Context: an optimization exercise on an open-source flow, tuned for small area. The choices shown serve that exercise and are no tape-out recipe.
In this exercise RTL edits were held to simulation tests only and were not proved equivalent to the original.
Power figures rest on the tool's default switching activity, not on a simulated workload.

Setup of run M:
==> flow/design.v (excerpt) <==
module button_press_classifier_queue_unit (
   input  logic        clock,
   input  logic        reset,
   input  logic        req_valid,
   output logic        req_stall,
   input  logic [40:0] req_payload_bits,
   output logic        rsp_valid,
   input  logic        rsp_stall,
   output logic [13:0] rsp_payload_bits,
   input  logic        csr_valid,
   output logic        csr_ready,
   input  logic [1:0]  csr_index,
   input  logic [15:0] csr_wdata
);
For scale: roughly 390 flip-flops, roughly 0.019 mm2 of cells after synthesis.
==> module bpcq_scan, before the edit <==
module bpcq_scan (
   input  logic        clock,
   input  logic        reset,
   input  logic        scan_en,
   input  logic [7:0]  lvl,
   input  logic [31:0] now,
   input  logic [15:0] short_ticks,
   input  logic [15:0] long_ticks,
   input  logic [15:0] beep_ticks,
   input  logic [15:0] window,
   input  logic        full,
   output logic        push,
   output logic [8:0]  push_entry,
   output logic        beep_start,
   output logic        beep_stop,
   output logic        fire
);
   logic [7:0]  pmask;
   logic        plong;
   logic [31:0] last;
   logic [7:0] ge_s, ge_l, rose;
   for (genvar i = 0; i < 8; i++) begin : g_lane
      bpcq_lane u_lane (
         .clock       (clock),
         .reset       (reset),
         .scan_en     (scan_en),
         .lvl         (lvl[i]),
         .short_ticks (short_ticks),
         .long_ticks  (long_ticks),
         .ge_s        (ge_s[i]),
         .ge_l        (ge_l[i]),
         .rose        (rose[i])
      );
   end
   logic [7:0] mask, lng;
   assign mask = lvl & (ge_s | ge_l);
   assign lng  = lvl & ge_l;
   logic [15:0] beep_n, dec_n;
   logic [16:0] bc;
   logic        beep_le1;
   assign bc[0] = 1'b1;
   for (genvar k = 0; k < 16; k++) begin : g_beep
      assign dec_n[k] = beep_n[k] ^ bc[k];
      assign bc[k+1]  = bc[k] & beep_n[k];
   end
   assign beep_le1   = (beep_n[15:1] == 15'h7FFF);
   assign beep_stop  = beep_le1 && !beep_n[0];
   assign beep_start = beep_le1 && (rose != 8'd0);
   always_ff @(posedge clock) begin
      if (reset) begin
         beep_n <= 16'hFFFF;
      end else if (scan_en) begin
         if (beep_start)   beep_n <= ~beep_ticks;
         else if (!bc[16]) beep_n <= dec_n;
      end
   end
   logic [7:0]  mm;
   logic        lm, any_mask;
   logic [16:0] qc, wc;
   logic [15:0] quiet, eq_hi;
   logic        z0, z1, hi_nz;
   assign any_mask = (mask != 8'd0);
   assign mm       = pmask | mask;
   assign lm       = plong | (lng != 8'd0);
   assign qc[0]    = 1'b1;
   assign wc[0]    = 1'b1;
   for (genvar k = 0; k < 16; k++) begin : g_quiet
      assign quiet[k] = now[k] ^ ~last[k] ^ qc[k];
      assign qc[k+1]  = (now[k] & ~last[k]) | (now[k] & qc[k]) | (~last[k] & qc[k]);
      assign wc[k+1]  = (quiet[k] & ~window[k]) | (quiet[k] & wc[k]) | (~window[k] & wc[k]);
   end
   assign eq_hi = ~(now[31:16] ^ last[31:16]);
   assign z0    = (eq_hi == 16'hFFFF);
   assign z1    = !eq_hi[0] &&
                  ((eq_hi[15:1] ^ (now[30:16] | ~last[30:16])) == 15'd0);
   assign hi_nz = qc[16] ? !z0 : !z1;
   assign fire  = (mm != 8'd0) &&
                  (any_mask ? (window == 16'd0) : (hi_nz || wc[16]));
   assign push       = scan_en && fire && !full;
   assign push_entry = {mm, lm};
   always_ff @(posedge clock) begin
      if (reset) begin
         pmask <= 8'd0;
         plong <= 1'b0;
      end else if (scan_en) begin
         pmask <= fire ? 8'd0 : mm;
         plong <= !fire && lm;
      end
   end
   always_ff @(posedge clock) begin
      if (scan_en && any_mask) begin
         last <= now;
      end
   end
endmodule
==> module bpcq_lane, before the edit <==
module bpcq_lane (
   input  logic        clock,
   input  logic        reset,
   input  logic        scan_en,
   input  logic        lvl,
   input  logic [15:0] short_ticks,
   input  logic [15:0] long_ticks,
   output logic        ge_s,
   output logic        ge_l,
   output logic        rose
);
   logic [15:0] hold, sum;
   logic [16:0] t, cs, cl;
   logic        clr;
   assign t[0] = scan_en && !lvl;
   for (genvar k = 0; k < 16; k++) begin : g_inc
      assign sum[k] = hold[k] ^ t[k];
      assign t[k+1] = hold[k] & t[k];
   end
   assign cs[0] = 1'b1;
   assign cl[0] = 1'b1;
   for (genvar k = 0; k < 16; k++) begin : g_cmp
      assign cs[k+1] = (hold[k] & ~short_ticks[k]) | (hold[k] & cs[k]) | (~short_ticks[k] & cs[k]);
      assign cl[k+1] = (hold[k] & ~long_ticks[k]) | (hold[k] & cl[k]) | (~long_ticks[k] & cl[k]);
   end
   assign ge_s = cs[16];
   assign ge_l = cl[16];
   assign rose = !lvl && !t[16] && (sum == short_ticks);
   assign clr = reset || (scan_en && lvl);
   always_ff @(posedge clock) begin
      hold <= clr ? 16'd0 : (sum | {16{t[16]}});
   end
endmodule
clock: 12.0 ns
lec_check: 0
cap_margin: 0
core_margin: 2
core_utilization: 40
slew_margin: 0
standard.sh (not shown) runs the stock make flow with config.mk's settings and CLKGATE_MAP_FILE= SYNTH_SCRIPT=/design/flow/synth_recipe.tcl, a recipe that flattens the netlist after the stock synthesis.
==> flow/flow/run.sh <==
#!/bin/bash
# Layout flow: the standard ORFS flow with these changes.
#  1. Synthesis is the standard flow's own script, except that Yosys's abc step maps the
#     design with each of the area-oriented flow/abc_*.script files and keeps
#     the smallest result (flow/multi_abc.tcl). Registers are mapped before
#     abc, so they come out the same as in the standard synthesis.
#     Yosys's full-adder extraction is skipped (ADDER_MAP_FILE empty), so
#     abc maps the adders and compares along with the rest of the logic.
#  2. Ports are buffered with buf_1 instead of the default buffer cell.
#  3. Clock tree synthesis runs without dummy loads, with the buffer and
#     clustering options in flow/cts_args.txt.
# Each ORFS step writes its own log under orfs/logs; make's output goes to
# make.log and the DEF export's to write_def.log.
set -euo pipefail
W=$PWD

# Synthesis script: synth_recipe.tcl with ORFS's synth.tcl swapped for a copy
# whose abc call is replaced by my_multi_abc.
sed "s#source \$::env(SCRIPTS_DIR)/synth.tcl#source $W/my_synth.tcl#" synth_recipe.tcl > my_synth_recipe.tcl
grep -q "my_synth.tcl" my_synth_recipe.tcl
awk -v m="$W/flow/multi_abc.tcl" '
  /^  log_cmd abc \{\*\}\$abc_args$/ { print "  my_multi_abc $abc_args $lib_args"; n++; next }
  { print }
  /^source \$::env\(SCRIPTS_DIR\)\/synth_preamble.tcl/ { print "source " m }
  END { if (n != 1) exit 1 }' "$FLOW_HOME/scripts/synth.tcl" > my_synth.tcl
grep -q "multi_abc.tcl" my_synth.tcl
export FLOW_ABC_SCRIPTS="$(ls $W/flow/abc_*.script | tr '\n' ' ')"

# The standard flow's make command line (from standard.sh), with our synthesis script.
ARGS=$(sed -n 's/^make \(.*\) "\${@:-finish}"$/\1/p' standard.sh)
[ -n "$ARGS" ]
ARGS=$(echo "$ARGS" | sed "s#SYNTH_SCRIPT=[^ ]*#SYNTH_SCRIPT=$W/my_synth_recipe.tcl#")
CTS="-sink_clustering_enable -repair_clock_nets -dont_use_dummy_load"
CTS="$CTS $(cat flow/cts_args.txt)"

eval make $ARGS \
  "ADDER_MAP_FILE=" \
  "BUFFER_PORTS_ARGS='-buffer_cell sky130_fd_sc_hd__buf_1'" \
  "CTS_ARGS='$CTS'" \
  finish > make.log 2>&1

# Final DEF, as standard.sh writes it.
R=$(echo "$ARGS" | sed -n 's#.*WORK_HOME=\([^ ]*\).*#\1#p')/results/sky130hd/button_press_classifier_queue_unit/base
: # left out here: write the final layout as DEF
Other scripts of this flow, unchanged in this note and not shown: flow/flow/abc_b8.script, flow/flow/abc_c2.script, flow/flow/abc_c5.script, flow/flow/abc_c8.script, flow/flow/abc_d1.script, flow/flow/abc_d2.script, flow/flow/abc_d6.script, flow/flow/abc_d7.script, flow/flow/cts_args.txt, flow/flow/multi_abc.tcl
Every stage of the flow completed for run M, and the final layout passed the timing, design-rule and antenna checks.
### run M -> run Z
diff --git a/flow/design.v b/flow/design.v
--- a/flow/design.v
+++ b/flow/design.v
@@ -25,22 +25,27 @@
 );
    logic [7:0]  pmask;
    logic        plong;
    logic [31:0] last;
-   logic [7:0] ge_s, ge_l, rose;
+   logic [15:0] short_m1;
+   logic        short_nz;
+   assign short_m1 = short_ticks - 16'd1;
+   assign short_nz = (short_ticks != 16'd0);
+   logic [7:0] ge_s, ge_l, rose, gt_m1;
    for (genvar i = 0; i < 8; i++) begin : g_lane
       bpcq_lane u_lane (
          .clock       (clock),
          .reset       (reset),
          .scan_en     (scan_en),
          .lvl         (lvl[i]),
-         .short_ticks (short_ticks),
+         .short_m1    (short_m1),
          .long_ticks  (long_ticks),
-         .ge_s        (ge_s[i]),
+         .gt_m1       (gt_m1[i]),
          .ge_l        (ge_l[i]),
          .rose        (rose[i])
       );
    end
+   assign ge_s = gt_m1 | {8{!short_nz}};
    logic [7:0] mask, lng;
    assign mask = lvl & (ge_s | ge_l);
    assign lng  = lvl & ge_l;
    logic [15:0] beep_n, dec_n;
@@ -52,9 +57,9 @@
       assign bc[k+1]  = bc[k] & beep_n[k];
    end
    assign beep_le1   = (beep_n[15:1] == 15'h7FFF);
    assign beep_stop  = beep_le1 && !beep_n[0];
-   assign beep_start = beep_le1 && (rose != 8'd0);
+   assign beep_start = beep_le1 && short_nz && (rose != 8'd0);
    always_ff @(posedge clock) begin
       if (reset) begin
          beep_n <= 16'hFFFF;
       end else if (scan_en) begin
@@ -105,11 +110,11 @@
    input  logic        clock,
    input  logic        reset,
    input  logic        scan_en,
    input  logic        lvl,
-   input  logic [15:0] short_ticks,
+   input  logic [15:0] short_m1,
    input  logic [15:0] long_ticks,
-   output logic        ge_s,
+   output logic        gt_m1,
    output logic        ge_l,
    output logic        rose
 );
    logic [15:0] hold, sum;
@@ -119,17 +124,17 @@
    for (genvar k = 0; k < 16; k++) begin : g_inc
       assign sum[k] = hold[k] ^ t[k];
       assign t[k+1] = hold[k] & t[k];
    end
-   assign cs[0] = 1'b1;
+   assign cs[0] = 1'b0;
    assign cl[0] = 1'b1;
    for (genvar k = 0; k < 16; k++) begin : g_cmp
-      assign cs[k+1] = (hold[k] & ~short_ticks[k]) | (hold[k] & cs[k]) | (~short_ticks[k] & cs[k]);
+      assign cs[k+1] = (hold[k] & ~short_m1[k]) | (hold[k] & cs[k]) | (~short_m1[k] & cs[k]);
       assign cl[k+1] = (hold[k] & ~long_ticks[k]) | (hold[k] & cl[k]) | (~long_ticks[k] & cl[k]);
    end
-   assign ge_s = cs[16];
+   assign gt_m1 = cs[16];
    assign ge_l = cl[16];
-   assign rose = !lvl && !t[16] && (sum == short_ticks);
+   assign rose = !lvl && (hold == short_m1);
    assign clr = reset || (scan_en && lvl);
    always_ff @(posedge clock) begin
       hold <= clr ? 16'd0 : (sum | {16{t[16]}});
    end
==> comparison <==
- The worst hold slack of run Z is lower than that of run M.
- Delta (run Z minus run M): number of multi-input combinational cells comparable; number of CTS-inserted buffers level; worst-case setup margin in the final layout went up by 360 ps; total half-perimeter wirelength after legalization and detailed placement down 3.7%.
- The cell area after layout in run Z sits 560 um2 below the value recorded for run M.
- As far as remaining number of nets flagged by the antenna check after routing goes, run M and run Z are indistinguishable; the numbers are identical.
- Diff run M -> run Z: power consumption picked up an extra 0.029 mW, minimum period implied by the final worst setup slack lost 360 ps.
- In the flow results for run M and run Z, the area of the multi-input gates is larger on run M.

static timing again, ports no longer ideal:
Ports are ideal in the flow. The routed layouts listed here were re-timed in OpenROAD. Step 1, drivers: a clkbuf_16 drives clock and a buf_2 each remaining input, both assumed. Step 2 also shifts input and output timing later by t, the mid clock arrival at the registers, as if the neighbouring blocks saw the same clock. Slacks: ideal ports / drivers / drivers and shift; pairs: ideal ports / drivers.
run | shift t [ns] | slack for setup (ns) | worst hold slack (ns) | worst setup path after step 2 | worst data-port slew with drivers (ns)
run M | 0.815 | 1.869 / 1.899 / 1.085 | 0.424 / 0.424 / 0.424 | input to register | 0.06
run Z | 0.829 | 2.233 / 2.263 / 1.434 | 0.388 / 0.388 / 0.388 | input to register | 0.10
After both steps setup and hold are still met in every run listed. For run Z, which loses most, drivers alone change the setup slack by +0.030 ns; drivers and shift together by -0.799 ns.
